From an optimization exercise on the open Yosys and OpenROAD flow, aimed at small area, a short achievable clock period and few clock cycles; shortcuts taken in it are not production practice.
At most, simulation tests tie the RTL to the original design; equivalence was not proved.
The RTL of run 1 was laid out without a check of its function.
Power and IR drop assume default switching activity.

==> design.v <==
package evs_pkg;
  localparam logic [1:0] K_WT  = 2'd0;   
  localparam logic [1:0] K_GW  = 2'd1;   
  localparam logic [1:0] K_RT  = 2'd2;   
  localparam logic [1:0] K_SGL = 2'd3;   
endpackage
`timescale 1ns/1ps
module evs_finder_top (
  input  logic        clk,
  input  logic        reset,
  input  logic        cmd_start,
  input  logic [2:0]  cmd_op,
  input  logic [41:0] cmd_adr_target,
  input  logic [41:0] cmd_adr_search,
  input  logic [9:0]  cmd_threshold,
  input  logic [9:0]  cmd_wait_cycles,
  input  logic [3:0]  cmd_evs_wanted,
  input  logic [15:0] cmd_guess_limit,
  input  logic        cmd_large_page,
  output logic        mem_req_valid,
  output logic        mem_req_write,
  output logic [41:0] mem_req_addr,
  input  logic        mem_ack,
  input  logic [3:0]  evs_rd_index,
  output logic        op_done,
  output logic [9:0]  op_timing,
  output logic [3:0]  evs_count,
  output logic [41:0] evs_rd_data
);
  logic [41:0] target_q;
  logic [25:0] base_hi;      
  logic [4:0]  base_lo;      
  logic [15:0] rem;          
  logic [9:0]  thr_m1;       
  logic        thr_le1;      
  logic [9:0]  wait_m1;      
  logic        wait_0;       
  logic [3:0]  need_q;       
  logic        large_q;
  logic        idle;         
  logic        start;        
  logic        waitack;      
  logic        waitw;        
  logic        is_wb;        
  logic [1:0]  kind;         
  logic        req_valid;
  logic        req_write;
  logic [9:0]  lat;          
  logic [16:0] g;            
  logic        g_full;       
  logic [3:0]  count;
  logic [15:0] slot [15];
  logic [3:0]  wr_lo;
  logic [41:0] addr_q;
  logic        slow;         
  logic        launch;       
  logic        at_limit;
  logic        wait_hit;     
  logic        rt_ack;
  logic        found;
  logic        rt_done;
  logic [9:0]  lat_inc;
  logic [15:0] rb_m;
  logic [16:0] g_inc;
  logic [16:0] sel_g;
  logic [25:0] hi_p1;
  logic [25:0] hi_sel;
  logic [15:0] rb_grp [4];
  logic [41:0] gaddr;
  logic [15:0] srch_mid;
  assign at_limit = (rem == 16'd0);
  assign rt_ack   = waitack && mem_ack && (kind == evs_pkg::K_RT);
  assign found    = rt_ack && slow;
  assign rt_done  = rt_ack && ((slow && count == need_q) || at_limit);
  assign lat_inc  = (lat == 10'h3FF) ? lat : lat + 10'd1;
  assign g_inc    = {g[16] | g_full, g[15:0] + 16'd1};
  logic [3:0]  sel_idx;
  logic [16:0] busy_g;
  assign busy_g  = (kind == evs_pkg::K_RT) ? g_inc : g;
  assign sel_idx = evs_rd_index | {4{!idle}};
  always_comb begin
    for (int j = 0; j < 4; j++) begin
      case (sel_idx[1:0])
        2'd0: rb_grp[j] = slot[4*j];
        2'd1: rb_grp[j] = slot[4*j+1];
        2'd2: rb_grp[j] = slot[4*j+2];
        default: rb_grp[j] = (j == 3) ? busy_g[15:0] : slot[4*j+3];
      endcase
    end
    rb_m = rb_grp[sel_idx[3:2]];
  end
  assign sel_g = {idle ? (evs_rd_index >= wr_lo) : busy_g[16], rb_m};
  assign hi_p1 = base_hi + (large_q ? 26'd1 : 26'd32);
  assign hi_sel = sel_g[16] ? hi_p1 : base_hi;
  assign gaddr[41:21] = hi_sel[25:5];
  assign gaddr[20:16] = large_q ? hi_sel[4:0]  : sel_g[15:11];
  assign gaddr[15:5]  = large_q ? sel_g[15:5] : sel_g[10:0];
  assign gaddr[4:0]   = large_q ? sel_g[4:0]  : base_lo;
  assign srch_mid = cmd_large_page ? cmd_adr_search[15:0] : cmd_adr_search[20:5];
  always_ff @(posedge clk) begin
    if (idle && cmd_start) begin
      target_q <= cmd_adr_target;
      base_hi  <= cmd_adr_search[41:16];
      base_lo  <= cmd_adr_search[4:0];
      thr_m1   <= cmd_threshold - 10'd1;
      thr_le1  <= (cmd_threshold <= 10'd1);
      wait_m1  <= cmd_wait_cycles - 10'd1;
      wait_0   <= (cmd_wait_cycles == 10'd0);
      need_q   <= (cmd_evs_wanted == 4'd0) ? 4'd0 : cmd_evs_wanted - 4'd1;
      large_q  <= cmd_large_page;
      is_wb    <= (cmd_op == 3'd2);
    end
  end
  always_ff @(posedge clk) begin
    if (reset) begin
      idle      <= 1'b1;
      start     <= 1'b0;
      waitack   <= 1'b0;
      waitw     <= 1'b0;
      req_valid <= 1'b0;
      lat       <= '0;
      count     <= '0;
    end else begin
      req_valid <= 1'b0;
      if (idle && cmd_start) begin
        count <= '0;
        if (!cmd_op[2]) begin
          idle  <= 1'b0;
          start <= 1'b1;
        end
      end
      if (start) begin
        start     <= 1'b0;
        waitack   <= 1'b1;
        req_valid <= 1'b1;
        lat       <= 10'd1;
      end
      if (waitack) begin
        if (!mem_ack) begin
          lat <= lat_inc;
        end else begin
          case (kind)
            evs_pkg::K_WT, evs_pkg::K_GW: begin
              waitack <= 1'b0;
              waitw   <= 1'b1;
              lat     <= '0;
            end
            evs_pkg::K_RT: begin
              if (found) count <= count + 4'd1;
              if (rt_done) begin
                waitack <= 1'b0;
                idle    <= 1'b1;
              end else begin
                req_valid <= 1'b1;
                lat       <= 10'd1;
              end
            end
            default: begin
              waitack <= 1'b0;
              if (is_wb) waitw <= 1'b1;
              else       idle  <= 1'b1;
            end
          endcase
        end
      end
      if (waitw) begin
        if (wait_hit) begin
          waitw <= 1'b0;
          if (kind == evs_pkg::K_SGL) begin
            idle <= 1'b1;
          end else begin
            waitack   <= 1'b1;
            req_valid <= 1'b1;
            lat       <= 10'd1;
          end
        end else if (!is_wb) begin
          lat <= lat_inc;
        end
      end
    end
  end
  always_ff @(posedge clk) begin
    if (idle && cmd_start) begin
      kind      <= (cmd_op == 3'd0) ? evs_pkg::K_WT : evs_pkg::K_SGL;
      req_write <= (cmd_op != 3'd3);
      g         <= {1'b0, srch_mid};
      g_full    <= &srch_mid;
      wr_lo     <= '0;
    end else if (waitack && mem_ack) begin
      if (kind == evs_pkg::K_WT) kind <= evs_pkg::K_GW;
      if (kind == evs_pkg::K_GW) kind <= evs_pkg::K_RT;
      if (kind == evs_pkg::K_RT) begin
        kind      <= slow ? evs_pkg::K_WT : evs_pkg::K_GW;
        req_write <= 1'b1;
        g         <= g_inc;
        g_full    <= (g[15:0] == 16'hFFFE);
        if (slow && !g[16]) wr_lo <= count + 4'd1;
      end
      if (kind == evs_pkg::K_SGL) g <= '0;
    end else if (waitw) begin
      req_write <= (kind == evs_pkg::K_GW);
      if (is_wb) g <= g_inc;
    end
  end
  assign launch = start
               || (waitw && wait_hit && kind != evs_pkg::K_SGL)
               || (rt_ack && !rt_done);
  always_ff @(posedge clk) begin
    slow <= launch ? thr_le1 : (slow || lat == thr_m1);
  end
  always_ff @(posedge clk) begin
    wait_hit <= (waitack && mem_ack) ? wait_0 : ((is_wb ? g[9:0] : lat) == wait_m1);
  end
  always_ff @(posedge clk) begin
    if (idle && cmd_start) begin
      rem <= cmd_guess_limit;
    end else if (rt_ack) begin
      rem <= rem - 16'd1;
    end
  end
  always_ff @(posedge clk) begin
    for (int k = 0; k < 15; k++) begin
      if (found && count == 4'(k)) slot[k] <= g[15:0];
    end
  end
  logic addr_tgt;
  assign addr_tgt = !idle && (start
                           || (waitw && kind != evs_pkg::K_GW)
                           || (waitack && kind == evs_pkg::K_RT && slow && mem_ack));
  always_ff @(posedge clk) begin
    addr_q <= addr_tgt ? target_q : gaddr;
  end
  assign op_done       = idle;
  assign op_timing     = lat;
  assign evs_count     = count;
  assign evs_rd_data   = addr_q;
  assign mem_req_valid = req_valid;
  assign mem_req_write = req_write;
  assign mem_req_addr  = addr_q;
endmodule
==> flow/run.sh <==
#!/bin/bash
# The standard layout, with the smallest buffer on every port instead of the
# delay-cell buffer buffer_ports picks by default. The timing repair may still
# upsize any port buffer on a critical path.
set -euo pipefail
export BUFFER_PORTS_ARGS="-buffer_cell sky130_fd_sc_hd__buf_1"
bash standard.sh > standard_flow.log 2>&1
==> standard.sh <==
#!/bin/bash
# synth_recipe.tcl (not shown) runs the flow's synth.tcl, then flattens the netlist and writes it again
# the make line also repeats each setting of config.mk as NAME=value (left out here)
make -C /OpenROAD-flow-scripts/flow DESIGN_CONFIG=/design/flow/config.mk WORK_HOME=/design/flow/orfs CLKGATE_MAP_FILE= SYNTH_SCRIPT=/design/flow/synth_recipe.tcl "${@:-finish}"
==> config.mk <==
export PLATFORM = sky130hd
export DESIGN_NAME = evs_finder_top
export DESIGN_NICKNAME = evs_finder_top
export VERILOG_FILES = /design/flow/design.v
export SDC_FILE = /design/flow/constraint.sdc
export NUM_CORES = 4
export LEC_CHECK = 0
export CAP_MARGIN = 20
export CORE_MARGIN = 2
export CORE_UTILIZATION = 60
export SETUP_SLACK_MARGIN = 2.6
export SLEW_MARGIN = 20
==> constraint.sdc <==
create_clock -name core_clock -period 5.0 [get_ports {clk}]
set_input_delay 1.0000 -clock core_clock [delete_from_list [all_inputs] [get_ports {clk}]]
set_output_delay 1.0000 -clock core_clock [all_outputs]
set_load 0.01 [all_outputs]
==> run_results.csv, run 1 <==
group,metric,value,unit
final_layout,layout_commonest_cell,"edfxtp_1",
die,die_y,186,um
clock_network,clk_path_buf_depth,3,
sta,fin_tns_setup,0,ns
sta,drv_slew,0,
global_routing,grt_max_degree,83,
sta,tightest_slew,0.844,ns
yosys,synth_nets,1713,
global_routing,grt_overflow_total,0,
final_layout,drive_gt1_share,19.7,%
die,ios,237,
pwr,p_leak,8.16,nW
yosys,synth.area.mux_share,5.90,%
yosys,syn_inst,1553,
sta,final-setup-viol-count,0,
setup_path,critPathMaxFanout,3,
sta,grt_setup_unrepaired,"true",
yosys,syn_area,19900,um2
yosys,synthAdderAreaFrac,1.51,%
sta,final-hold-violation-count,0,
yosys,synthXorXnorAreaFrac,3.74,%
routing,routed_wl,59500,um
clock_network,cts_buffers,45,
yosys,synth_edf_count,377,
clock_network,cts_root_buf,"clkbuf_16",
global_routing,grt_first_pass_wirelength,84200,um
die,initial_core_util,61.0,%
routing,drc,0,
placement,dp_hpwl,35900,um
routing,via_per_inst,6.42,
routing,wire_per_inst,25.8,um
die,coreArea,32600,um2
setup_path,worstSetupStartpointType,"register",
yosys,ys_types,77,
final_layout,syn_to_final_growth,21.0,%
global_routing,grt_usage,33.2,%
final_layout,fillers,2217,
min_path,min_path_type,"register to register",
pwr,ir_drop,297,uV
yosys,async_flop_share,0,%
clock_network,clkLatencyLatePin,0.58,ns
placement,dpl.cell_count,2128,
routing,ant_nets,0,
yosys,synth_simple_gate_area_share,10.1,%
sta,relSlewSlack,43.7,%
routing,drtPass1Iterations,8,
final_layout,diodes,0,
die,die_area,34700,um2
yosys,synth_top_family_by_area,"compound AO/OA/AOI/OAI gates",
yosys,syn_area_per_cell,12.8,um2
final_layout,instances_no_fill,2303,
outcome,status,"timing/DRC/antenna clean",
die,std_cell_rows,66,
setup_path,worstPathArrival,3.02,ns
sta,fmax,0.390,GHz
placement,placed_area,21200,um2
yosys,synth-compound-area-share,11.1,%
clock_network,tritoncts,"built",
clock_network,clock_sinks,445,
sta,period_minus_slack,2.57,ns
run,drv_cap,0,
routing,drtIter0Drc,1929,
setup_path,endpoint_kind,"register",
placement,gp_congestion,0.872,
clock_network,cts_max_level,2,
placement,port_buffers,236,
final_layout,nets,1984,
sta,skew,0.0282,ns
setup_path,critPathKind,"register to register",
die,die_x,186,um
clock_network,clkSlewWorstSetupHoldPaths,0.06,ns
pwr,powerDensity,368,nW/um2
sta,fin_crit_sh,51.3,%
yosys,synth_warnings,3,
setup_path,critPathRequiredTime,5.45,ns
global_routing,grt_pass1_vias,13900,
final_layout,fin_area,24100,um2
yosys,ys.flop_type,"edfxtp_1",
global_routing,antenna_found_initial,0,
final_layout,final_cell_mix,"377 x edfxtp_1, 230 x buf_1, 98 x nand2_1, 86 x o21ai_0, 85 x buf_4",
yosys,yosysSeqAreaShare,63.7,%
routing,via_count,14800,
yosys,ys_seq_elements,445,
## cell usage after synthesis (4+ instances only)
master | count | area share, %
nor2_1 | 87 | 1.6
nor4_1 | 32 | 1.0
or3_1 | 11 | 0.35
xnor2_1 | 40 | 1.8
buf_4 | 42 | 1.6
a21o_1 | 6 | 0.23
and2_1 | 9 | 0.28
a31oi_1 | 18 | 0.57
clkbuf_1 | 72 | 1.4
a311oi_1 | 5 | 0.22
o32ai_1 | 6 | 0.26
ha_1 | 24 | 1.5
nand2b_1 | 13 | 0.41
and4_1 | 4 | 0.18
nand4_1 | 21 | 0.66
inv_1 | 37 | 0.70
mux2i_1 | 42 | 2.1
nor2b_1 | 7 | 0.22
mux4_2 | 15 | 1.7
nor3b_1 | 4 | 0.15
nand3_1 | 35 | 0.88
a221o_1 | 5 | 0.25
xor2_1 | 45 | 2.0
a21oi_1 | 65 | 1.6
buf_1 | 12 | 0.23
o211ai_1 | 8 | 0.30
dfxtp_1 | 68 | 6.8
or2_2 | 5 | 0.16
a2bb2oi_1 | 7 | 0.31
nand2_1 | 103 | 1.9
or4_1 | 6 | 0.23
mux2_2 | 36 | 2.0
a32oi_1 | 4 | 0.18
o31ai_1 | 5 | 0.19
a221oi_1 | 12 | 0.53
and3_1 | 16 | 0.50
o21ai_0 | 91 | 2.3
edfxtp_1 | 377 | 57
o22ai_1 | 45 | 1.4
o221ai_1 | 9 | 0.40
nor3_1 | 24 | 0.60
a211oi_1 | 18 | 0.68
## cells by family (layout without fill, tap and decap cells)
group           Yosys count  count (layout)
mux                      94              94
xor+xnor                 85              85
compound gates          340             341
fa+ha+maj                24              24
buf+inv                 169             475
simple gates            396             397
flops                   445             445
## state kept, by name, summed over array words and instances, names as in the netlist, 2 cells and up
| signal | count |
|---|---|
| addr_q | 42 |
| wr_lo | 4 |
| rem | 16 |
| thr_m1 | 10 |
| slot | 240 |
| count | 4 |
| need_q | 4 |
| lat | 10 |
| wait_m1 | 10 |
| g | 17 |
| base_lo | 5 |
| target_q | 42 |
| kind | 2 |
| base_hi | 26 |
## cell type report
| type | count | area, um2 | share of cell area (%) |
|---|---|---|---|
| Multi-Input combinational cell | 941 | 7140 | 29.6 |
| Inverter | 40 | 169 | 0.701 |
| Clock inverter | 31 | 277 | 1.15 |
| Timing Repair Buffer | 351 | 2100 | 8.71 |
| Sequential cell | 445 | 12700 | 52.7 |
| Clock buffer | 53 | 1180 | 4.88 |
| Tap cell | 442 | 553 | 2.29 |
## metal layers
| metal | vias up | track usage, % | wire, um | share of wire (%) |
|---|---|---|---|---|
| met1 | 7224 | 45.4 | 22800 | 38 |
| li1 | 6471 | - | - | - |
| met3 | 159 | 6.39 | 6140 | 10 |
| met5 | - | 0 | 0 | 0 |
| met2 | 920 | 53.1 | 28200 | 47 |
| met4 | 0 | 12.8 | 2350 | 3.9 |
## stage by stage
step | setup WS (ns) | power (W) | hold slack [ns] | utilization [%]
floorplan | 2.14 | 0.00507 | 0.418 | -
global placement | 1.24 | 0.00538 | 0.429 | 65.0
detailed placement | 1.25 | 0.00540 | 0.431 | 65.0
CTS | 2.45 | 0.00877 | 0.452 | 72.3
global route | 2.38 | 0.00911 | 0.475 | 73.9
finish | 2.43 | 0.00887 | 0.448 | 73.9
## final timing paths
kind	start	endpoint	slack [ns]	cells after the start
setup reg to reg	rem[9]$_DFFE_PP_	slow$_DFF_P_	2.43	6
setup / recovery	rem[9]$_DFFE_PP_	slow$_DFF_P_	2.43	6
hold / removal	target_q[25]$_DFFE_PN_	addr_q[25]$_DFF_P_	0.45	2
hold reg to reg	target_q[25]$_DFFE_PN_	addr_q[25]$_DFF_P_	0.45	2
## timing repair
action                                  4_1_cts  5_1_grt
hold endpoints to repair                      0        0
gates resized for setup                      82       51
buffers inserted                             56       27
gates cloned                                  4        4
hold buffers                                  0        0
endpoints found under the setup margin      247      156
pin swaps                                    13       12
## critical path, stage by stage, from the launching register on
cell and delay, ns:
edfxtp_1 0.41, or4_4 0.55, or4b_4 0.53, or3_4 0.36, a21oi_4 0.14, and2b_2 0.19, mux2_4 0.29
## power breakdown
part           switching (W)  internal [W]
registers           0.000147       0.00425
logic               0.000722      0.000421
clock network        0.00144       0.00190
==> run 2, diff against run 1 <==
--- a/design.v
+++ b/design.v
@@ -31,6 +31,7 @@
   logic [25:0] base_hi;      
   logic [4:0]  base_lo;      
   logic [15:0] rem;          
+  logic        rem_0;        
   logic [9:0]  thr_m1;       
   logic        thr_le1;      
   logic [9:0]  wait_m1;      
@@ -68,7 +69,7 @@
   logic [15:0] rb_grp [4];
   logic [41:0] gaddr;
   logic [15:0] srch_mid;
-  assign at_limit = (rem == 16'd0);
+  assign at_limit = rem_0;
   assign rt_ack   = waitack && mem_ack && (kind == evs_pkg::K_RT);
   assign found    = rt_ack && slow;
   assign rt_done  = rt_ack && ((slow && count == need_q) || at_limit);
@@ -213,9 +214,11 @@
   end
   always_ff @(posedge clk) begin
     if (idle && cmd_start) begin
-      rem <= cmd_guess_limit;
+      rem   <= cmd_guess_limit;
+      rem_0 <= (cmd_guess_limit == 16'd0);
     end else if (rt_ack) begin
-      rem <= rem - 16'd1;
+      rem   <= rem - 16'd1;
+      rem_0 <= (rem == 16'd1);
     end
   end
   always_ff @(posedge clk) begin
--- a/config.mk
+++ b/config.mk
@@ -8,5 +8,6 @@
 export CAP_MARGIN = 20
 export CORE_MARGIN = 2
 export CORE_UTILIZATION = 60
+export CTS_BUF_LIST = sky130_fd_sc_hd__clkbuf_8
 export SETUP_SLACK_MARGIN = 2.6
 export SLEW_MARGIN = 20
==> run 2 against run 1 <==
  * Die area grew 0.52%
  * First-iteration DRC count shrank 21%
  * Sequential cell count grew 1
  * Highest routed layer is now met5
  * Hold slack lost 0.012 ns
  * Count of clock-buffer cells in the layout grew 30
  * Critical path depth grew 2
  * Total power shrank 2.9%
  * Critical endpoint is now addr_q[8]$_DFF_P_
  * Setup slack gained 0.16 ns
  * Routed wire length shrank 3.1%
  * Register-to-register slack gained 0.19 ns
  * Critical path type is now input port to register
  * Synthesized area grew 0.53%
  * Largest power group unchanged
==> run_results.csv, run 2 <==
group,metric,value,unit
clock_network,tritoncts,"built",
routing,met1Wirelength,22800,um
yosys,yosysSeqAreaShare,63.5,%
yosys,synth_nets,1718,
yosys,synth_top_area_cell,"edfxtp_1",
die,initial_core_util,61.2,%
placement,dp_hpwl,35400,um
final_layout,final_cell_mix,"378 x edfxtp_1, 232 x buf_1, 113 x nand2_1, 84 x clkbuf_8, 79 x buf_4",
sta,final-setup-viol-count,0,
global_routing,grt_pass1_vias,14100,
sta,fin_tns_setup,0,ns
routing,wl_met3,6180,um
routing,ant_nets,0,
sta,skew,0.0241,ns
die,die_x,187,um
pwr,powerDensity,361,nW/um2
global_routing,grt_first_pass_wirelength,85500,um
min_path,hold_start,"target_q[4]$_DFFE_PN_",
sta,timing.hold.ws,0.435,ns
routing,top_layer,"met5",
final_layout,layout_commonest_cell,"edfxtp_1",
setup_path,rr_endpoint,"addr_q[13]$_DFF_P_",
placement,gp_congestion,0.880,
routing,drc,0,
clock_network,cts_max_level,3,
yosys,syn_inst,1557,
final_layout,diodes,0,
die,die_area,34800,um2
sta,period_minus_slack,2.41,ns
clock_network,hold_buffers,0,
min_path,min_path_type,"register to register",
die,ios,237,
final_layout,utilization,73.0,%
final_layout,largest_reg_flops,240,
clock_network,clkLatencyLatePin,0.63,ns
setup_path,worstSetupStartpointType,"input port",
yosys,synth_most_common_cell,"edfxtp_1",
min_path,hold_path_end,"addr_q[4]$_DFF_P_",
routing,drtIter0Drc,1532,
final_layout,syn_to_final_growth,19.2,%
global_routing,antenna_found_initial,1,
final_layout,drive_gt1_share,18.2,%
final_layout,nets,2002,
setup_path,critPathRequiredTime,5.55,ns
clock_network,clkSlewWorstSetupHoldPaths,0.06,ns
outcome,status,"timing/DRC/antenna clean",
pwr,p_leak,8.11,nW
setup_path,critPathMaxFanout,30,
pwr,ir_drop,253,uV
yosys,synth_warnings,3,
run,drv_cap,0,
routing,via_count,14600,
yosys,synthTopCellsByArea,"edfxtp_1 57%, dfxtp_1 6.8%, mux2i_1 2.6%, xnor2_1 2.3%, nand2_1 2.2%",
yosys,ys.flop_type,"edfxtp_1",
yosys,synth_common_cells,"378 x edfxtp_1, 117 x nand2_1, 78 x o21ai_0",
die,std_cell_rows,66,
sta,fin_crit_sh,48.2,%
yosys,syn_area,20000,um2
placement,port_buffers,236,
routing,routed_wl,57700,um
yosys,synth_top_area_share,56.7,%
sta,relSlewSlack,29.3,%
setup_path,endpoint_kind,"register",
sta,grt_setup_unrepaired,"true",
setup_path,r2r-start,"g[7]$_DFFE_PP_",
setup_path,r2r_setup_slack,2.62,ns
routing,wire_per_inst,24.6,um
yosys,async_flop_share,0,%
yosys,synth_edf_count,378,
routing,wl_met2,26700,um
setup_path,critPathKind,"input port to register",
clock_network,clock_sinks,446,
min_path,holdPathStages,1,
die,die_y,187,um
final_layout,reg_top3,"slot: 240 flops, addr_q: 42 flops, target_q: 42 flops",
setup_path,worst-r2r-cell-count,7,
routing,drtPass1Iterations,6,
global_routing,grt_overflow_total,0,
sta,fmax,0.415,GHz
yosys,ys_seq_elements,446,
yosys,syn_area_per_cell,12.9,um2
sta,final-hold-violation-count,0,
global_routing,grt_usage,32.7,%
global_routing,grt_max_degree,57,
sta,drv_slew,0,
routing,via_per_inst,6.24,
clock_network,cts_buffers,73,
clock_network,clk_path_buf_depth,3,
final_layout,regMostFlops,"slot",
clock_network,cts_root_buf,"clkbuf_8",
setup_path,worstPathArrival,2.96,ns
yosys,ys_types,78,
sta,tightest_slew,1.06,ns
die,coreArea,32700,um2
==> run 2: kinds of logic after synthesis <==
| family | after synthesis | synth area share [%] |
|---|---|---|
| multiplexers | 99 | 6.14 |
| XOR/XNOR | 92 | 4.03 |
| AO/OA/AOI/OAI | 315 | 10.2 |
| AND/OR/NAND/NOR | 405 | 10.2 |
| flip-flops | 446 | 63.5 |
| buffers and inverters | 175 | 4.37 |
| adder cells (fa/ha/maj) | 25 | 1.56 |
==> run 2: final cells by class <==
type	instances	area, um2
clock buffer	83	1140
clock inverter	50	285
fill	2252	8840
inverter	43	166
multi-input combinational	937	6960
sequential	446	12700
tap	442	553
timing repair buffer	340	2030
==> run 2: worst max-delay path by stage <==
stage                         start                  to  cells after the start  slack [ns]
finish              evs_rd_index[1]   addr_q[8]$_DFF_P_                      8        2.59
detailed placement  evs_rd_index[0]   addr_q[9]$_DFF_P_                      8        1.39
floorplan           evs_rd_index[0]  addr_q[17]$_DFF_P_                     14        2.02
CTS                 idle$_SDFF_PP1_             op_done                      2        2.60
global placement    evs_rd_index[1]   addr_q[3]$_DFF_P_                      7        1.41
global route        evs_rd_index[1]  addr_q[32]$_DFF_P_                      9        2.50
==> run 2: worst max-delay path, stage by stage <==
cell and delay, ns:
clkbuf_16 0.20, nand2_1 0.14, buf_4 0.31, nand2_2 0.28, a22oi_1 0.44, a2111oi_4 0.09
mux2_2 0.30, a21oi_1 0.15
==> run 2: repair_timing <==
action / 4_1_cts / 5_1_grt
pin swaps: 12 / 6
endpoints found under the setup margin: 448 / 118
resized for setup: 60 / 38
gates cloned: 5 / 0
buffers inserted: 39 / 29
==> run 2: per-stage QoR <==
step                area (um2)  setup slack, ns  std cells  power [W]
floorplan                20300             2.02       1557    0.00506
global placement         21200             1.41       2135    0.00537
detailed placement       21200             1.39       2135    0.00539
CTS                      23500             2.60       2312    0.00858
global route             23900             2.50       2341    0.00889
finish                   23900             2.59       2341    0.00861
==> run 2: report_power, final <==
group / switching, W / total (W) / leakage, nW / internal (W)
registers: 0.000137 / 0.00439 / 4.07 / 0.00425
logic: 0.000697 / 0.00111 / 3.19 / 0.000411
clock network: 0.00144 / 0.00311 / 0.846 / 0.00167
total: 0.00227 / 0.00861 / 8.11 / 0.00634
==> run 2: per-layer routing <==
metal / track usage [%] / vias up
met3: 9.07 / 164
met1: 44.3 / 7092
met2: 50.9 / 863
met5: 0 / -
met4: 11.8 / 2
li1: - / 6486
Testbench counts of run 2, summed over its fixed seeds: cycles 144,010.
==> run 3, diff against run 2 <==
--- a/config.mk
+++ b/config.mk
@@ -8,6 +8,6 @@
 export CAP_MARGIN = 20
 export CORE_MARGIN = 2
 export CORE_UTILIZATION = 60
-export CTS_BUF_LIST = sky130_fd_sc_hd__clkbuf_8
+export CTS_BUF_LIST = sky130_fd_sc_hd__clkbuf_4
 export SETUP_SLACK_MARGIN = 2.6
 export SLEW_MARGIN = 20
==> run 3 against run 2 <==
  * Clock skew is 0.034 ns higher
  * Synthesized cell count stayed put
  * Clock power is 2% higher
==> run_results.csv, run 3 <==
group,metric,value,unit
run,drv_cap,0,
sta,drv_slew,0,
sta,fmax,0.410,GHz
setup_path,cp_cell_sequence,"buf_12 -> buf_6",
final_layout,nets,2035,
routing,drtPass1Iterations,5,
sta,fin_tns_setup,0,ns
setup_path,r2r_setup_slack,2.57,ns
die,std_cell_rows,66,
final_layout,reg_top3,"slot: 240 flops, addr_q: 42 flops, target_q: 42 flops",
final_layout,final_cell_mix,"378 x edfxtp_1, 203 x buf_1, 176 x clkbuf_4, 114 x nand2_1, 73 x buf_4",
yosys,synthTopCellsByArea,"edfxtp_1 57%, dfxtp_1 6.8%, mux2i_1 2.6%, xnor2_1 2.3%, nand2_1 2.2%",
setup_path,r2r-start,"g[2]$_DFFE_PP_",
yosys,yosysSeqAreaShare,63.5,%
pwr,ir_drop,213,uV
routing,via_per_inst,6.15,
placement,placed_area,21200,um2
pwr,powerDensity,363,nW/um2
placement,dp_hpwl,35400,um
routing,via_count,14800,
global_routing,grt_pass1_vias,14300,
global_routing,grt_overflow_total,0,
yosys,synth_common_cells,"378 x edfxtp_1, 117 x nand2_1, 78 x o21ai_0",
final_layout,syn_to_final_growth,18.9,%
sta,fin_crit_sh,48.8,%
yosys,synth_most_common_cell,"edfxtp_1",
die,ios,237,
yosys,synth_nets,1718,
min_path,min_path_type,"input port to register",
yosys,async_flop_share,0,%
sta,final-hold-violation-count,0,
setup_path,cp_top_family,"flip-flops",
yosys,synth_warnings,3,
sta,skew,0.0586,ns
sta,final-setup-viol-count,0,
yosys,synth_top_area_cell,"edfxtp_1",
final_layout,layout_commonest_cell,"edfxtp_1",
clock_network,cts_max_level,3,
pwr,p_leak,8.17,nW
sta,relSlewSlack,29.6,%
placement,gp_congestion,0.880,
yosys,ys.flop_type,"edfxtp_1",
die,initial_core_util,61.2,%
sta,grt_setup_unrepaired,"true",
sta,tightest_slew,1.06,ns
final_layout,regMostFlops,"slot",
yosys,ys_types,78,
routing,drtIter0Drc,1693,
setup_path,worstPathArrival,1.44,ns
final_layout,largest_reg_flops,240,
die,die_y,187,um
global_routing,grt_usage,31.9,%
placement,port_buffers,236,
setup_path,critPathMaxFanout,6,
global_routing,grt_max_degree,57,
yosys,synth_top_area_share,56.7,%
setup_path,critPathKind,"register to primary output",
clock_network,clkSlewWorstSetupHoldPaths,0.07,ns
routing,routed_wl,57300,um
setup_path,cp_slowest_cell,"dfxtp_4",
min_path,hold_start,"cmd_adr_target[41]",
setup_path,cp-startpoint,"idle$_SDFF_PP1_",
routing,wire_per_inst,23.8,um
global_routing,grt_first_pass_wirelength,84300,um
yosys,syn_inst,1557,
yosys,synth_edf_count,378,
routing,ant_nets,0,
yosys,ys_seq_elements,446,
outcome,status,"timing/DRC/antenna clean",
clock_network,clkLatencyLatePin,0.84,ns
sta,fin_ws,2.56,ns
setup_path,worstSetupStartpointType,"register",
setup_path,critPathBufInv,2,
yosys,syn_area_per_cell,12.9,um2
yosys,syn_area,20000,um2
clock_network,clock_sinks,446,
setup_path,critPathRequiredTime,4.00,ns
clock_network,clk_path_buf_depth,3,
clock_network,cts_buffers,113,
die,coreArea,32700,um2
setup_path,cpPeakStageDelay,0.37,ns
clock_network,cts_root_buf,"clkbuf_4",
global_routing,antenna_found_initial,2,
setup_path,endpoint_kind,"primary output",
sta,period_minus_slack,2.44,ns
placement,place_ws,1.39,ns
die,die_area,34800,um2
die,die_x,187,um
final_layout,drive_gt1_share,23.2,%
final_layout,fin_area,23800,um2
routing,drc,0,
clock_network,tritoncts,"built",
-- run 3: cell counts after synthesis --
Identical to the previous run, type by type.
-- run 3: layout make-up --
cell class	count	area, um2
Fill cell	2316	8900
Timing Repair Buffer	333	1920
Sequential cell	446	12800
Antenna cell	1	2.50
Clock buffer	175	1310
Tap cell	442	553
Multi-Input combinational cell	937	6880
Inverter	43	166
Clock inverter	26	184
-- run 3: kinds of logic after synthesis --
family                   Yosys count  share of synthesized area, %
XOR/XNOR                          92                          4.03
adder cells (fa/ha/maj)           25                          1.56
buffers and inverters            175                          4.37
flip-flops                       446                          63.5
AO/OA/AOI/OAI                    315                          10.2
multiplexers                      99                          6.14
AND/OR/NAND/NOR                  405                          10.2
-- run 3: timing repair --
item | 4_1_cts | 5_1_grt
setup buffers | 37 | 26
pin swaps | 8 | 5
endpoints found under the setup margin | 476 | 146
hold buffers | 0 | 0
gates resized for setup | 91 | 45
gates cloned | 1 | 2
-- run 3: per-layer routing --
metal / GRT usage, % / vias up / wire, um
met1: 44.0 / 7136 / 22700
met4: 11.1 / 2 / 1650
li1: - / 6621 / -
met2: 50.4 / 905 / 26800
met3: 7.50 / 124 / 6080
met5: 0 / - / 8
-- run 3: stage by stage --
step / hold WS (ns) / total power (W) / cells / utilization, %
after CTS: 0.291 / 0.00861 / 2374 / 71.4
final: 0.360 / 0.00864 / 2403 / 72.8
after detailed placement: 0.429 / 0.00539 / 2135 / 64.9
after global routing: 0.317 / 0.00895 / 2403 / 72.8
after global placement: 0.422 / 0.00537 / 2135 / 64.9
after floorplan: 0.418 / 0.00506 / 1557 / -
-- run 3: report_power, final --
| part | switching [W] | leakage, nW | internal (W) |
|---|---|---|---|
| sequential | 0.000131 | 4.08 | 0.00425 |
| clock | 0.00145 | 0.892 | 0.00173 |
| combinational | 0.000689 | 3.20 | 0.000394 |
| total | 0.00227 | 8.17 | 0.00637 |
-- run 3: final timing paths --
kind,endpoint,cells after the start
worst max-delay path,op_done,2
worst min-delay path,target_q[41]$_DFFE_PN_,1
worst min register to register,addr_q[33]$_DFF_P_,2
worst max register to register,addr_q[9]$_DFF_P_,8
==> run 4, diff against run 3 <==
--- a/config.mk
+++ b/config.mk
@@ -8,6 +8,7 @@
 export CAP_MARGIN = 20
 export CORE_MARGIN = 2
 export CORE_UTILIZATION = 60
-export CTS_BUF_LIST = sky130_fd_sc_hd__clkbuf_4
+export CTS_CLUSTER_DIAMETER = 100
+export CTS_CLUSTER_SIZE = 30
 export SETUP_SLACK_MARGIN = 2.6
 export SLEW_MARGIN = 20
==> run 4 against run 3 <==
  * Non-clock buffer count up 18
  * Hold slack better by 0.095 ns
  * Setup slack better by 0.044 ns
  * First-iteration DRC count down 10%
  * Via count down 3.3%
  * Utilization down 2.1 points
  * Die area unchanged
  * Synthesized area unchanged
  * Clock power down 42%
  * Clock skew down 0.038 ns
  * Critical path depth up 6
  * Critical endpoint is now addr_q[8]$_DFF_P_
  * Largest cell class unchanged
  * Largest power group unchanged
==> run_results.csv, run 4 <==
group,metric,value,unit
sta,fin_ws,2.60,ns
final_layout,diodes,0,
die,die_y,187,um
setup_path,rr_endpoint,"addr_q[18]$_DFF_P_",
setup_path,worst-r2r-cell-count,9,
pwr,switching_share,26.3,%
min_path,hold_path_end,"addr_q[33]$_DFF_P_",
yosys,synth_most_common_cell,"edfxtp_1",
global_routing,grt_max_degree,57,
clock_network,cts_root_buf,"clkbuf_16",
setup_path,critPathKind,"input port to register",
clock_network,hold_buffers,0,
outcome,status,"timing/DRC/antenna clean",
final_layout,nets,1958,
pwr,comb_power_share,15.3,%
yosys,ys.flop_type,"edfxtp_1",
setup_path,endpoint_kind,"register",
final_layout,fillers,2317,
die,die_x,187,um
sta,fin_tns_setup,0,ns
yosys,synth_nets,1718,
sta,skew,0.0210,ns
setup_path,worstSetupStartpointType,"input port",
sta,fmax,0.417,GHz
final_layout,layout_commonest_cell,"edfxtp_1",
final_layout,reg_top3,"slot: 240 flops, addr_q: 42 flops, target_q: 42 flops",
final_layout,instances_no_fill,2251,
yosys,syn_area_per_cell,12.9,um2
clock_network,clkLatencyLatePin,0.55,ns
sta,final-setup-viol-count,0,
pwr,p_seq_share,59.4,%
clock_network,clock_sinks,446,
global_routing,grt_first_pass_wirelength,84000,um
clock_network,cts_max_level,1,
yosys,ys_types,78,
yosys,async_flop_share,0,%
routing,via_count,14300,
final_layout,multi_input_area,6990,um2
pwr,switching_power,0.00194,W
sta,relSlewSlack,28.3,%
setup_path,critPathMaxFanout,16,
yosys,ys_seq_elements,446,
sta,timing.hold.ws,0.456,ns
die,coreArea,32700,um2
yosys,synth_top_area_share,56.7,%
yosys,yosysSeqAreaShare,63.5,%
global_routing,grt_overflow_total,0,
final_layout,largest_reg_flops,240,
global_routing,grt_usage,31.6,%
die,initial_core_util,61.2,%
sta,grt_setup_unrepaired,"true",
routing,drc,0,
routing,routed_wl,56800,um
final_layout,drive_gt1_share,15.3,%
routing,drtIter0Drc,1521,
global_routing,grt_pass1_vias,13700,
sta,final-hold-violation-count,0,
min_path,min_path_type,"register to register",
routing,ant_nets,0,
yosys,syn_inst,1557,
placement,gp_congestion,0.880,
die,ios,237,
yosys,synthTopCellsByArea,"edfxtp_1 57%, dfxtp_1 6.8%, mux2i_1 2.6%, xnor2_1 2.3%, nand2_1 2.2%",
sta,fin_crit_sh,47.9,%
sta,tightest_slew,1.08,ns
clock_network,clkSlewWorstSetupHoldPaths,0.12,ns
pwr,pwr-share-clk,25.2,%
clock_network,cts_buffers,18,
yosys,synth_edf_count,378,
final_layout,seqCellArea,12700,um2
placement,dpl.cell_count,2135,
pwr,cellInternalPower,0.00543,W
final_layout,final_cell_mix,"378 x edfxtp_1, 233 x buf_1, 112 x nand2_1, 84 x buf_4, 71 x o21ai_0",
placement,port_buffers,236,
die,std_cell_rows,66,
setup_path,worstPathArrival,2.88,ns
pwr,powerDensity,319,nW/um2
setup_path,critPathRequiredTime,5.48,ns
pwr,ir_drop,296,uV
routing,via_per_inst,6.35,
placement,place_ws,1.39,ns
die,die_area,34800,um2
min_path,hold_start,"target_q[33]$_DFFE_PN_",
global_routing,antenna_found_initial,0,
pwr,p_leak,7.59,nW
sta,drv_slew,0,
routing,drtPass1Iterations,7,
final_layout,syn_to_final_growth,15.5,%
setup_path,r2r-start,"kind[0]$_DFFE_PP_",
clock_network,clk_path_buf_depth,3,
run,drv_cap,0,
setup_path,r2r_setup_slack,2.64,ns
clock_network,tritoncts,"built",
routing,wire_per_inst,25.2,um
min_path,holdPathStages,2,
placement,dp_hpwl,35400,um
yosys,synth_common_cells,"378 x edfxtp_1, 117 x nand2_1, 78 x o21ai_0",
sta,period_minus_slack,2.40,ns
yosys,synth_top_area_cell,"edfxtp_1",
final_layout,regMostFlops,"slot",
yosys,synth_warnings,3,
yosys,syn_area,20000,um2
==> run 4: changes by cell type in the layout (fill, tap and decap cells not counted), sizes merged, moves of 2 or more <==
cell / before / now
buf: 323 / 345
clkinv: 21 / 0
bufbuf: 1 / 3
clkbuf: 184 / 35
bufinv: 3 / 0
==> run 4: how the worst max path moves through the flow <==
stage | from | to | slack (ns) | cells after the start
floorplan | evs_rd_index[0] | addr_q[17]$_DFF_P_ | 2.02 | 14
global placement | evs_rd_index[1] | addr_q[3]$_DFF_P_ | 1.41 | 7
detailed placement | evs_rd_index[0] | addr_q[9]$_DFF_P_ | 1.39 | 8
CTS | evs_rd_index[0] | addr_q[12]$_DFF_P_ | 2.58 | 7
global route | mem_ack | addr_q[6]$_DFF_P_ | 2.56 | 8
finish | evs_rd_index[3] | addr_q[8]$_DFF_P_ | 2.60 | 8
==> run 4: cell type report <==
class	instances	area share, %
Clock buffer	32	2.35
Inverter	43	0.720
Multi-Input combinational cell	937	30.2
Sequential cell	446	55.0
Tap cell	442	2.39
Timing Repair Buffer	351	9.26
==> run 4: power by group through the flow <==
stage / combinational [W] / sequential (W) / clock [W]
4_1_cts: 0.00103 / 0.00439 / 0.00188
3_3_place_gp: 0.000861 / 0.00451 / 0
2_1_floorplan: 0.000600 / 0.00446 / 0
5_1_grt: 0.00120 / 0.00439 / 0.00199
6_report: 0.00113 / 0.00438 / 0.00186
3_5_place_dp: 0.000877 / 0.00451 / 0
==> run 4: repair_timing <==
action	in CTS	in global routing
setup buffers	40	38
gates cloned	4	2
endpoints found under the setup margin	448	127
pin swaps	13	9
gates resized for setup	70	37
==> run 4: stage by stage <==
stage,util [%],power (W),instance area [um2]
2_1_floorplan,-,0.00506,20300
3_5_place_dp,64.9,0.00539,21200
6_report,70.7,0.00737,23100
4_1_cts,69.2,0.00730,22600
5_1_grt,70.7,0.00758,23100
3_3_place_gp,64.9,0.00537,21200
==> run 4: cells by family (layout without fill, tap and decap cells) <==
family	Yosys count	after routing	share of synthesized area (%)
flip-flops	446	446	63.5
AND/OR/NAND/NOR	405	405	10.2
AO/OA/AOI/OAI	315	316	10.2
buffers and inverters	175	426	4.37
multiplexers	99	99	6.14
XOR/XNOR	92	92	4.03
adder cells (fa/ha/maj)	25	25	1.56
==> run 4: metal layers <==
layer	track usage, %	share of wire [%]	vias to the layer above
met4	8.61	3.2	0
li1	-	-	6363
met2	50.3	47	862
met3	5.81	10	107
met5	0	0	-
met1	45.1	40	6968
==> run 4: worst max-delay path, stage by stage <==
cell	delay, ns
buf_1	0.07
buf_4	0.19
and3b_2	0.50
o221ai_1	0.20
o21ai_0	0.36
nor3_2	0.12
mux2_2	0.28
a21oi_1	0.15
==> run 5, diff against run 4 <==
--- a/config.mk
+++ b/config.mk
@@ -8,7 +8,7 @@
 export CAP_MARGIN = 20
 export CORE_MARGIN = 2
 export CORE_UTILIZATION = 60
-export CTS_CLUSTER_DIAMETER = 100
+export CTS_CLUSTER_DIAMETER = 70
 export CTS_CLUSTER_SIZE = 30
 export SETUP_SLACK_MARGIN = 2.6
 export SLEW_MARGIN = 20
==> run 5 against run 4 <==
  * Still clean
  * Synthesized area stayed put
  * Synthesized cell count did not move
  * Utilization rose by 2.0 points
  * Total power rose by 16%
  * Die area stayed put
  * Cell count up 0.93%
  * Hold slack worse by 0.0072 ns
  * Sequential cell count unchanged
  * Global-route usage grew 0.81 points
  * Clock skew rose by 0.0075 ns
  * Sequential power about the same
  * Critical path type unchanged
  * Largest power group unchanged
==> run_results.csv, run 5 <==
group,metric,value,unit
outcome,status,"timing/DRC/antenna clean",
final_layout,largest_reg_flops,240,
clock_network,cts_buffers,34,
clock_network,clock_sinks,446,
placement,dpl.cell_count,2135,
pwr,ir_drop,315,uV
die,std_cell_rows,66,
routing,via_count,14400,
yosys,synthTopCellsByArea,"edfxtp_1 57%, dfxtp_1 6.8%, mux2i_1 2.6%, xnor2_1 2.3%, nand2_1 2.2%",
final_layout,regMostFlops,"slot",
clock_network,cts_max_level,2,
sta,relSlewSlack,29.7,%
setup_path,cp_top_family,"buffers and inverters",
min_path,holdPathStages,2,
global_routing,grt_pass1_vias,13900,
pwr,total_power,0.00851,W
placement,port_buffers,236,
global_routing,grt_usage,32.4,%
setup_path,critPathKind,"input port to register",
yosys,synth_warnings,3,
global_routing,antenna_found_initial,0,
setup_path,r2r_setup_slack,2.57,ns
clock_network,clkLatencyLatePin,0.55,ns
final_layout,drive_gt1_share,17.1,%
die,die_area,34800,um2
placement,place_ws,1.39,ns
sta,final-hold-violation-count,0,
final_layout,syn_to_final_growth,18.7,%
routing,drtIter0Drc,1506,
min_path,min_path_type,"register to register",
routing,via_per_inst,6.35,
min_path,hold_start,"target_q[34]$_DFFE_PN_",
die,ios,237,
final_layout,utilization,72.6,%
setup_path,r2r-start,"g[3]$_DFFE_PP_",
yosys,async_flop_share,0,%
routing,drtPass1Iterations,6,
setup_path,worst-r2r-cell-count,8,
routing,wire_per_inst,25.3,um
clock_network,clk_path_buf_depth,3,
setup_path,cp_slowest_cell,"or4_1",
final_layout,reg_top3,"slot: 240 flops, addr_q: 42 flops, target_q: 42 flops",
final_layout,nets,1965,
placement,gp_congestion,0.880,
yosys,yosysSeqAreaShare,63.5,%
setup_path,worstPathArrival,2.86,ns
clock_network,cts_root_buf,"clkbuf_16",
yosys,synth_nets,1718,
sta,fmax,0.409,GHz
setup_path,critPathMaxFanout,15,
routing,drc,0,
setup_path,endpoint_kind,"register",
yosys,syn_area_per_cell,12.9,um2
routing,ant_nets,0,
yosys,synth_most_common_cell,"edfxtp_1",
clock_network,tritoncts,"built",
clock_network,hold_buffers,0,
yosys,ys_types,78,
yosys,synth_top_area_share,56.7,%
setup_path,worstSetupStartpointType,"input port",
global_routing,grt_overflow_total,0,
yosys,syn_area,20000,um2
final_layout,diodes,0,
die,die_y,187,um
yosys,ys.flop_type,"edfxtp_1",
pwr,powerDensity,358,nW/um2
routing,routed_wl,57500,um
clock_network,clkSlewWorstSetupHoldPaths,0.08,ns
sta,fin_ws,2.55,ns
sta,fin_crit_sh,48.9,%
global_routing,grt_first_pass_wirelength,85700,um
global_routing,grt_max_degree,57,
setup_path,rr_endpoint,"addr_q[9]$_DFF_P_",
final_layout,fillers,2227,
yosys,synth_edf_count,378,
sta,grt_setup_unrepaired,"true",
final_layout,multi_input_area,7010,um2
setup_path,critPathRequiredTime,5.42,ns
run,drv_cap,0,
final_layout,layout_commonest_cell,"edfxtp_1",
sta,skew,0.0285,ns
pwr,p_leak,7.87,nW
final_layout,final_cell_mix,"378 x edfxtp_1, 233 x buf_1, 112 x nand2_1, 76 x buf_4, 72 x o21ai_0",
die,die_x,187,um
yosys,synth_common_cells,"378 x edfxtp_1, 117 x nand2_1, 78 x o21ai_0",
sta,final-setup-viol-count,0,
sta,tightest_slew,1.05,ns
die,initial_core_util,61.2,%
yosys,synth_top_area_cell,"edfxtp_1",
sta,drv_slew,0,
yosys,ys_seq_elements,446,
final_layout,instances_no_fill,2272,
min_path,hold_path_end,"addr_q[34]$_DFF_P_",
setup_path,critPathBufInv,3,
sta,fin_tns_setup,0,ns
die,coreArea,32700,um2
yosys,syn_inst,1557,
final_layout,seqCellArea,12700,um2
sta,period_minus_slack,2.45,ns
placement,dp_hpwl,35400,um
setup_path,cp_cell_sequence,"clkbuf_16 -> buf_16 -> a21boi_0 -> buf_4 -> or4_1 -> a311oi_2 -> mux2_2 -> a21oi_1",
setup_path,cpPeakStageDelay,0.57,ns
-- run 5: timing repair --
action	in CTS	in global routing
pin swaps	12	5
gates cloned	7	0
setup endpoints to repair	447	148
buffers inserted	33	35
gates resized for setup	68	33
-- run 5: metrics by stage --
| stage | instance area [um2] | hold WS [ns] |
|---|---|---|
| finish | 23800 | 0.448 |
| detailed placement | 21200 | 0.429 |
| global placement | 21200 | 0.422 |
| global route | 23800 | 0.468 |
| floorplan | 20300 | 0.418 |
| CTS | 23300 | 0.452 |
-- run 5: where the power goes --
part	internal (W)	total, W	switching, W	leakage [nW]
Clock	0.00155	0.00302	0.00148	0.600
Sequential	0.00425	0.00438	0.000137	4.06
Combinational	0.000409	0.00111	0.000699	3.20
-- run 5: cell families (layout without fill, tap and decap cells) --
kind of cell,count (synthesis),in the layout,share of synthesized area [%]
flops,446,446,63.5
simple gates,405,405,10.2
compound gates,315,317,10.2
buf+inv,175,446,4.37
mux,99,99,6.14
xor+xnor,92,92,4.03
fa+ha+maj,25,25,1.56
-- run 5: how the worst max path moves through the flow --
stage	from	slack, ns	cells after the start	endpoint
finish	evs_rd_index[1]	2.55	8	addr_q[9]$_DFF_P_
global route	evs_rd_index[1]	2.51	8	addr_q[9]$_DFF_P_
CTS	evs_rd_index[0]	2.49	7	addr_q[12]$_DFF_P_
global placement	evs_rd_index[1]	1.41	7	addr_q[3]$_DFF_P_
floorplan	evs_rd_index[0]	2.02	14	addr_q[17]$_DFF_P_
detailed placement	evs_rd_index[0]	1.39	8	addr_q[9]$_DFF_P_
-- run 5: worst min-delay path, stage by stage, from the launching register on --
cell and delay (ns):
edfxtp_1 0.33, nand2_1 0.04, o21ai_0 0.05
-- run 5: layout make-up --
| cell class | instances | area share, % |
|---|---|---|
| multi-input cells | 938 | 29.5 |
| clock buffers | 38 | 3.91 |
| repair buffers | 341 | 8.63 |
| inverters | 43 | 0.700 |
| flip-flops and latches | 446 | 53.5 |
| clock inverters | 24 | 1.36 |
| well taps | 442 | 2.33 |
-- run 5: per-layer routing --
layer | up-vias | part of all wire (%) | GRT usage (%)
li1 | 6418 | - | -
met1 | 6983 | 39 | 45.9
met2 | 891 | 47 | 51.8
met3 | 133 | 10 | 6.13
met4 | 0 | 3.1 | 8.91
met5 | - | 0 | 0
==> run 6, diff against run 5 <==
--- a/config.mk
+++ b/config.mk
@@ -8,7 +8,5 @@
 export CAP_MARGIN = 20
 export CORE_MARGIN = 2
 export CORE_UTILIZATION = 60
-export CTS_CLUSTER_DIAMETER = 70
-export CTS_CLUSTER_SIZE = 30
 export SETUP_SLACK_MARGIN = 2.6
 export SLEW_MARGIN = 20
==> run 6 against run 5 <==
  * Register-to-register slack gained 0.05 ns
  * Largest cell class unchanged
  * Global-route usage is 0.29 points higher
  * Highest routed layer unchanged
  * Critical path type unchanged
  * Via count is 1.4% higher
==> run_results.csv, run 6 <==
group,metric,value,unit
die,ios,237,
sta,relSlewSlack,30.4,%
yosys,synth_warnings,3,
final_layout,drive_gt1_share,16.7,%
sta,drv_slew,0,
die,die_y,187,um
die,coreArea,32700,um2
outcome,status,"timing/DRC/antenna clean",
setup_path,critPathMaxFanout,16,
routing,drtPass1Iterations,5,
die,die_area,34800,um2
sta,final-setup-viol-count,0,
yosys,yosysSeqAreaShare,63.5,%
yosys,synth_top_area_cell,"edfxtp_1",
sta,skew,0.0182,ns
placement,port_buffers,236,
yosys,syn_area,20000,um2
yosys,ys.flop_type,"edfxtp_1",
setup_path,cp_cell_sequence,"buf_1 -> buf_4 -> and3b_4 -> o221ai_1 -> o21ai_0 -> a311oi_2 -> mux2_4 -> a21oi_1",
min_path,min_path_type,"register to register",
die,die_x,187,um
setup_path,critPathRequiredTime,5.49,ns
routing,drc,0,
clock_network,cts_max_level,2,
setup_path,critPathKind,"input port to register",
pwr,ir_drop,276,uV
clock_network,cts_root_buf,"clkbuf_16",
clock_network,tritoncts,"built",
global_routing,grt_first_pass_wirelength,86100,um
yosys,ys_seq_elements,446,
run,drv_cap,0,
clock_network,cts_buffers,46,
sta,fin_crit_sh,48.9,%
routing,routed_wl,57800,um
clock_network,clkSlewWorstSetupHoldPaths,0.06,ns
final_layout,fin_area,24000,um2
clock_network,clkLatencyLatePin,0.56,ns
pwr,powerDensity,371,nW/um2
placement,gp_congestion,0.880,
yosys,synth_common_cells,"378 x edfxtp_1, 117 x nand2_1, 78 x o21ai_0",
yosys,synth_most_common_cell,"edfxtp_1",
sta,fmax,0.409,GHz
routing,via_count,14600,
final_layout,multi_input_area,6990,um2
final_layout,seqCellArea,12700,um2
clock_network,clk_path_buf_depth,3,
pwr,p_leak,8.03,nW
global_routing,grt_pass1_vias,13900,
routing,drtIter0Drc,1758,
yosys,synth_nets,1718,
yosys,synthTopCellsByArea,"edfxtp_1 57%, dfxtp_1 6.8%, mux2i_1 2.6%, xnor2_1 2.3%, nand2_1 2.2%",
sta,grt_setup_unrepaired,"true",
sta,tightest_slew,1.04,ns
global_routing,antenna_found_initial,0,
yosys,syn_inst,1557,
sta,final-hold-violation-count,0,
global_routing,grt_usage,32.7,%
yosys,synth_edf_count,378,
yosys,syn_area_per_cell,12.9,um2
setup_path,worstPathArrival,2.93,ns
setup_path,endpoint_kind,"register",
final_layout,layout_commonest_cell,"edfxtp_1",
setup_path,cpPeakStageDelay,0.49,ns
sta,fin_tns_setup,0,ns
final_layout,diodes,0,
final_layout,fillers,2205,
die,initial_core_util,61.2,%
yosys,synth_top_area_share,56.7,%
clock_network,hold_buffers,0,
clock_network,clock_sinks,446,
placement,placed_area,21200,um2
yosys,ys_types,78,
final_layout,regMostFlops,"slot",
routing,via_per_inst,6.37,
global_routing,grt_overflow_total,0,
final_layout,final_cell_mix,"378 x edfxtp_1, 233 x buf_1, 111 x nand2_1, 79 x buf_4, 72 x o21ai_0",
die,std_cell_rows,66,
sta,period_minus_slack,2.45,ns
final_layout,largest_reg_flops,240,
yosys,async_flop_share,0,%
placement,dp_hpwl,35400,um
setup_path,worstSetupStartpointType,"input port",
setup_path,cp_slowest_cell,"o21ai_0",
routing,ant_nets,0,
routing,wire_per_inst,25.2,um
final_layout,reg_top3,"slot: 240 flops, addr_q: 42 flops, target_q: 42 flops",
final_layout,nets,1979,
final_layout,syn_to_final_growth,20.0,%
global_routing,grt_max_degree,57,
## run 6: cell counts after synthesis
Identical to the previous run, type by type.
## run 6: power by group
group / leakage, nW / switching [W] / internal, W
registers: 4.06 / 0.000136 / 0.00425
logic: 3.25 / 0.000700 / 0.000413
clock network: 0.717 / 0.00141 / 0.00199
total: 8.03 / 0.00224 / 0.00666
## run 6: final timing paths
kind | from | to | slack (ns) | cells past startpoint
min | target_q[34]$_DFFE_PN_ | addr_q[34]$_DFF_P_ | 0.44 | 2
min reg2reg | target_q[34]$_DFFE_PN_ | addr_q[34]$_DFF_P_ | 0.44 | 2
max | evs_rd_index[3] | addr_q[9]$_DFF_P_ | 2.55 | 8
max reg2reg | g[13]$_DFFE_PP_ | g[14]$_DFFE_PP_ | 2.62 | 6
## run 6: critical path, delay by kind of cell
kind            cells  cell delay (ns)
compound gates      4             0.92
buf+inv             2             0.29
simple gates        1             0.41
mux                 1             0.30
## run 6: logic make-up (layout without fill, tap and decap cells)
group,Yosys count,in the layout,share of synthesized area [%]
fa+ha+maj,25,25,1.56
mux,99,99,6.14
simple gates,405,405,10.2
compound gates,315,316,10.2
buf+inv,175,469,4.37
xor+xnor,92,92,4.03
flops,446,446,63.5
## run 6: repair_timing
item / CTS / global route
endpoints found under the setup margin: 447 / 128
resized for setup: 69 / 32
cloned: 6 / 0
hold endpoints to repair: 0 / 0
buffers inserted: 38 / 33
pin swaps: 11 / 5
## run 6: layout make-up
cell class                 count  share of cell area, %
clock buffer                  60                   5.14
tap                          442                   2.30
multi-input combinational    937                   29.1
timing repair buffer         344                   8.77
sequential                   446                   53.0
clock inverter                22                  0.985
inverter                      43                  0.693
## run 6: layer usage
layer | track usage [%] | up-vias | share of wire [%]
met3 | 7.58 | 140 | 11
met1 | 46.2 | 7086 | 40
met5 | 0 | - | 0
met4 | 10.0 | 0 | 3.2
li1 | - | 6434 | -
met2 | 50.9 | 964 | 46
## run 6: metrics by stage
step	total power, W	hold slack (ns)	std cells	setup WS, ns	util [%]
after floorplan	0.00506	0.418	1557	2.02	-
after global placement	0.00537	0.422	2135	1.41	64.9
after detailed placement	0.00539	0.429	2135	1.39	64.9
after CTS	0.00886	0.444	2261	2.51	72.1
after global routing	0.00915	0.461	2294	2.56	73.4
final	0.00890	0.442	2294	2.55	73.4
==> run 7, diff against run 6 <==
--- a/config.mk
+++ b/config.mk
@@ -8,5 +8,7 @@
 export CAP_MARGIN = 20
 export CORE_MARGIN = 2
 export CORE_UTILIZATION = 60
+export CTS_CLUSTER_DIAMETER = 60
+export CTS_CLUSTER_SIZE = 25
 export SETUP_SLACK_MARGIN = 2.6
 export SLEW_MARGIN = 20
==> run 7 against run 6 <==
  * Synthesized cell count did not move
  * First-iteration DRC count fell by 2.8%
  * Combinational power barely moved
  * Non-clock buffer count rose by 9
  * Routed wire length barely moved
  * Count of clock-buffer cells in the layout fell by 21
  * Sequential share of layout area rose by 0.072 points
  * Final area fell by 0.14%
  * Critical path type unchanged
  * Critical endpoint unchanged
  * Largest cell class unchanged
  * Largest power group unchanged
==> run_results.csv, run 7 <==
group,metric,value,unit
pwr,comb_power_share,13.5,%
routing,drc,0,
setup_path,critPathKind,"input port to register",
yosys,synth_edf_count,378,
yosys,async_flop_share,0,%
sta,fin_ws,2.57,ns
routing,wl_met2,26800,um
final_layout,utilization,73.3,%
sta,fin_tns_setup,0,ns
setup_path,critPathMaxFanout,16,
pwr,p_seq_share,51.6,%
global_routing,antenna_found_initial,0,
clock_network,clock_sinks,446,
yosys,synth_top_area_cell,"edfxtp_1",
final_layout,fin_area,24000,um2
yosys,synthTopCellsByArea,"edfxtp_1 57%, dfxtp_1 6.8%, mux2i_1 2.6%, xnor2_1 2.3%, nand2_1 2.2%",
global_routing,grt_pass1_vias,13900,
yosys,syn_area,20000,um2
yosys,ys.flop_type,"edfxtp_1",
final_layout,largest_reg_flops,240,
setup_path,worstPathArrival,2.85,ns
routing,met1Wirelength,22900,um
final_layout,regMostFlops,"slot",
routing,top_layer,"met4",
routing,wl_met3,6190,um
routing,drtIter0Drc,1708,
sta,period_minus_slack,2.43,ns
clock_network,clkLatencyLatePin,0.55,ns
pwr,ir_drop,399,uV
pwr,p_leak,7.97,nW
sta,grt_setup_unrepaired,"true",
routing,drtPass1Iterations,6,
placement,place_ws,1.39,ns
final_layout,diodes,0,
final_layout,syn_to_final_growth,19.8,%
sta,fmax,0.411,GHz
clock_network,cts_max_level,2,
pwr,switching_share,27.2,%
final_layout,drive_gt1_share,18.0,%
routing,via_count,14400,
routing,wire_per_inst,25.3,um
sta,drv_slew,0,
pwr,powerDensity,354,nW/um2
sta,final-setup-viol-count,0,
pwr,switching_power,0.00231,W
global_routing,grt_max_degree,57,
die,die_y,187,um
yosys,synth_warnings,3,
final_layout,nets,1979,
pwr,total_power,0.00849,W
run,drv_cap,0,
clock_network,cts_buffers,36,
die,coreArea,32700,um2
placement,gp_congestion,0.880,
clock_network,hold_buffers,0,
pwr,cellInternalPower,0.00618,W
die,ios,237,
yosys,synth_common_cells,"378 x edfxtp_1, 117 x nand2_1, 78 x o21ai_0",
routing,routed_wl,57800,um
global_routing,grt_usage,32.5,%
setup_path,endpoint_kind,"register",
die,initial_core_util,61.2,%
final_layout,final_cell_mix,"378 x edfxtp_1, 233 x buf_1, 112 x nand2_1, 83 x buf_4, 72 x o21ai_0",
sta,skew,0.0277,ns
clock_network,tritoncts,"built",
final_layout,layout_commonest_cell,"edfxtp_1",
clock_network,cts_root_buf,"clkbuf_16",
die,die_area,34800,um2
outcome,status,"timing/DRC/antenna clean",
placement,dp_hpwl,35400,um
yosys,ys_seq_elements,446,
die,die_x,187,um
yosys,yosysSeqAreaShare,63.5,%
pwr,pwr-share-clk,34.9,%
placement,placed_area,21200,um2
yosys,synth_nets,1718,
routing,via_per_inst,6.31,
global_routing,grt_overflow_total,0,
sta,relSlewSlack,27.1,%
yosys,synth_top_area_share,56.7,%
yosys,syn_area_per_cell,12.9,um2
min_path,min_path_type,"register to register",
final_layout,reg_top3,"slot: 240 flops, addr_q: 42 flops, target_q: 42 flops",
sta,final-hold-violation-count,0,
yosys,synth_most_common_cell,"edfxtp_1",
clock_network,clk_path_buf_depth,3,
global_routing,grt_first_pass_wirelength,85400,um
yosys,syn_inst,1557,
setup_path,worstSetupStartpointType,"input port",
setup_path,critPathRequiredTime,5.41,ns
die,std_cell_rows,66,
sta,fin_crit_sh,48.7,%
routing,ant_nets,0,
sta,tightest_slew,1.09,ns
clock_network,clkSlewWorstSetupHoldPaths,0.07,ns
yosys,ys_types,78,
placement,port_buffers,236,
[run 7: timing repair]
action / in CTS / in global routing
gates resized for setup: 86 / 43
buffers inserted: 50 / 30
gates cloned: 5 / 2
endpoints found under the setup margin: 447 / 126
pin swaps: 14 / 7
[run 7: area by class of cell]
type                    count  area, um2
well taps                 442        553
multi-input cells         938       7150
inverters                  43        166
clock buffers              39        943
fillers                  2237       8720
flip-flops and latches    446      12700
clock inverters            25        284
repair buffers            353       2160
[run 7: cell families after synthesis]
logic type,after synthesis,share of synthesized area [%]
compound gates,315,10.2
buf+inv,175,4.37
xor+xnor,92,4.03
fa+ha+maj,25,1.56
mux,99,6.14
flops,446,63.5
simple gates,405,10.2
[run 7: path summary, 6_finish.rpt]
kind / startpoint / end / slack (ns) / depth (start not counted)
worst max-delay path: evs_rd_index[1] / addr_q[9]$_DFF_P_ / 2.57 / 8
worst max register to register: kind[0]$_DFFE_PP_ / addr_q[9]$_DFF_P_ / 2.61 / 8
worst min-delay path: target_q[33]$_DFFE_PN_ / addr_q[33]$_DFF_P_ / 0.45 / 2
worst min register to register: target_q[33]$_DFFE_PN_ / addr_q[33]$_DFF_P_ / 0.45 / 2
[run 7: worst max-delay path, cell delays in order]
cell and delay [ns]:
clkbuf_16 0.19, buf_16 0.19, a21boi_0 0.11, buf_4 0.20, or4_1 0.55, a311oi_2 0.30
mux2_2 0.22, a21oi_1 0.06
[run 7: stage by stage]
step / std cells / hold WS (ns)
floorplan: 1557 / 0.418
global placement: 2135 / 0.422
detailed placement: 2135 / 0.429
CTS: 2254 / 0.452
global route: 2286 / 0.463
finish: 2286 / 0.445
[run 7: metal layers]
layer	vias up	GRT usage [%]
met5	-	0
met4	0	11.2
met3	134	7.30
met2	886	51.1
met1	6962	45.0
li1	6433	-
[run 7: power by group through the flow]
stage               registers (W)  clock network [W]  logic (W)
CTS                       0.00439            0.00299    0.00106
global route              0.00440            0.00313    0.00121
finish                    0.00438            0.00297    0.00114
detailed placement        0.00451                  0   0.000877
floorplan                 0.00446                  0   0.000600
global placement          0.00451                  0   0.000861
==> run 8, diff against run 7 <==
--- a/config.mk
+++ b/config.mk
@@ -8,7 +8,7 @@
 export CAP_MARGIN = 20
 export CORE_MARGIN = 2
 export CORE_UTILIZATION = 60
-export CTS_CLUSTER_DIAMETER = 60
-export CTS_CLUSTER_SIZE = 25
+export CTS_CLUSTER_DIAMETER = 80
+export CTS_CLUSTER_SIZE = 20
 export SETUP_SLACK_MARGIN = 2.6
 export SLEW_MARGIN = 20
==> run 8 against run 7 <==
  * Sequential power about the same
  * Critical path type unchanged
  * Cell count fell by 0.70%
  * Critical endpoint is now addr_q[0]$_DFF_P_
  * Sequential share of layout area increased by 1.2 points
  * Sequential cell count unchanged
  * Count of clock-buffer cells in the layout up 8
  * Still clean on timing, DRC and antenna
  * Routed wire length fell by 0.70%
==> run_results.csv, run 8 <==
group,metric,value,unit
outcome,status,"timing/DRC/antenna clean",
setup_path,r2r_setup_slack,2.67,ns
final_layout,fillers,2266,
pwr,ir_drop,312,uV
clock_network,clkSlewWorstSetupHoldPaths,0.08,ns
placement,gp_congestion,0.880,
die,die_x,187,um
placement,dp_hpwl,35400,um
sta,fin_crit_sh,49.3,%
clock_network,clk_path_buf_depth,3,
setup_path,r2r-start,"g[7]$_DFFE_PP_",
sta,period_minus_slack,2.46,ns
yosys,synthAdderAreaFrac,1.56,%
sta,drv_slew,0,
yosys,synth_nets,1718,
yosys,synth_top_area_share,56.7,%
yosys,synthXorXnorAreaFrac,4.03,%
yosys,async_flop_share,0,%
routing,drtPass1Iterations,5,
sta,grt_setup_unrepaired,"true",
final_layout,drive_gt1_share,15.8,%
yosys,ys_types,78,
setup_path,worstPathArrival,2.88,ns
yosys,synth_simple_gate_area_share,10.2,%
final_layout,reg_top3,"slot: 240 flops, addr_q: 42 flops, target_q: 42 flops",
sta,tightest_slew,1.09,ns
die,die_area,34800,um2
setup_path,critPathMaxFanout,28,
final_layout,diodes,0,
clock_network,cts_root_buf,"clkbuf_16",
global_routing,grt_usage,31.9,%
routing,via_count,14500,
min_path,min_path_type,"register to register",
final_layout,layout_commonest_cell,"edfxtp_1",
final_layout,largest_reg_flops,240,
routing,routed_wl,57400,um
min_path,holdPathStages,2,
setup_path,critPathKind,"input port to register",
die,die_y,187,um
clock_network,hold_buffers,0,
setup_path,worst-r2r-cell-count,7,
yosys,synth_common_cells,"378 x edfxtp_1, 117 x nand2_1, 78 x o21ai_0",
sta,fmax,0.406,GHz
yosys,syn_area,20000,um2
yosys,synth.area.mux_share,6.14,%
setup_path,endpoint_kind,"register",
sta,relSlewSlack,27.1,%
clock_network,cts_buffers,26,
global_routing,grt_overflow_total,0,
die,std_cell_rows,66,
yosys,syn_inst,1557,
yosys,ys.flop_type,"edfxtp_1",
global_routing,antenna_found_initial,2,
yosys,synth_warnings,3,
die,coreArea,32700,um2
routing,ant_nets,0,
pwr,p_leak,7.75,nW
yosys,synth_top_area_cell,"edfxtp_1",
final_layout,final_cell_mix,"378 x edfxtp_1, 233 x buf_1, 112 x nand2_1, 83 x buf_4, 70 x o21ai_0",
yosys,synth_edf_count,378,
final_layout,regMostFlops,"slot",
global_routing,grt_pass1_vias,13800,
die,initial_core_util,61.2,%
clock_network,clock_sinks,446,
yosys,syn_area_per_cell,12.9,um2
sta,skew,0.0255,ns
setup_path,critPathRequiredTime,5.41,ns
placement,port_buffers,236,
global_routing,grt_max_degree,57,
sta,fin_tns_setup,0,ns
final_layout,syn_to_final_growth,17.2,%
-- run 8: cell count changes in the layout (fill, tap and decap cells not counted), moves of 3 or more --
cell / previous run / this run
nor4_1: 20 / 24
clkinv_8: 4 / 0
clkbuf_16: 40 / 31
inv_6: 8 / 1
nor4_4: 9 / 5
o21ai_1: 3 / 6
buf_12: 11 / 18
buf_6: 15 / 9
clkbuf_1: 1 / 18
clkinvlp_4: 3 / 0
-- run 8: layout make-up --
cell class | count | area [um2] | area share (%)
flip-flops and latches | 446 | 12700 | 54.2
repair buffers | 354 | 2240 | 9.55
well taps | 442 | 553 | 2.36
clock buffers | 47 | 782 | 3.33
clock inverters | 1 | 8.76 | 0.0373
inverters | 43 | 166 | 0.710
multi-input cells | 937 | 6980 | 29.8
-- run 8: layer usage --
layer	global-route usage (%)	wire (um)	share of wire (%)
met4	8.46	1920	3.3
met3	4.89	5680	9.9
met2	51.4	26800	47
met1	45.7	23000	40
met5	0	7	0.012
-- run 8: worst min path at each step --
stage                         endpoint                   start  slack, ns
floorplan           addr_q[22]$_DFF_P_  target_q[22]$_DFFE_PN_       0.42
global placement    addr_q[34]$_DFF_P_  target_q[34]$_DFFE_PN_       0.42
detailed placement   addr_q[4]$_DFF_P_   target_q[4]$_DFFE_PN_       0.43
CTS                 addr_q[28]$_DFF_P_  target_q[28]$_DFFE_PN_       0.45
global route        addr_q[28]$_DFF_P_  target_q[28]$_DFFE_PN_       0.47
finish              addr_q[33]$_DFF_P_  target_q[33]$_DFFE_PN_       0.45
-- run 8: what timing repair did --
| item | 4_1_cts | 5_1_grt |
|---|---|---|
| gates cloned | 5 | 2 |
| setup endpoints to repair | 447 | 129 |
| gates resized for setup | 65 | 37 |
| pin swaps | 11 | 6 |
| buffers inserted | 33 | 47 |
-- run 8: logic make-up after synthesis --
family | Yosys count
multiplexers | 99
buffers and inverters | 175
flip-flops | 446
adder cells (fa/ha/maj) | 25
AO/OA/AOI/OAI | 315
XOR/XNOR | 92
AND/OR/NAND/NOR | 405
-- run 8: metrics by stage --
stage / total power, W / area, um2 / worst slack (ns) / instances / hold slack [ns]
final: 0.00777 / 23500 / 2.54 / 2270 / 0.449
after global routing: 0.00801 / 23500 / 2.55 / 2270 / 0.469
after detailed placement: 0.00539 / 21200 / 1.39 / 2135 / 0.429
after CTS: 0.00769 / 22800 / 2.58 / 2221 / 0.454
after global placement: 0.00537 / 21200 / 1.41 / 2135 / 0.422
after floorplan: 0.00506 / 20300 / 2.02 / 1557 / 0.418
-- run 8: report_power, final --
part	switching [W]	internal [W]
Clock	0.00118	0.00106
Sequential	0.000133	0.00425
Combinational	0.000710	0.000435
-- run 8: critical path, cell delays in order --
cell,delay (ns)
clkbuf_16,0.18
bufbuf_16,0.38
mux2_2,0.36
o22ai_1,0.16
a221oi_1,0.12
nor2_1,0.46
o21ai_0,0.19
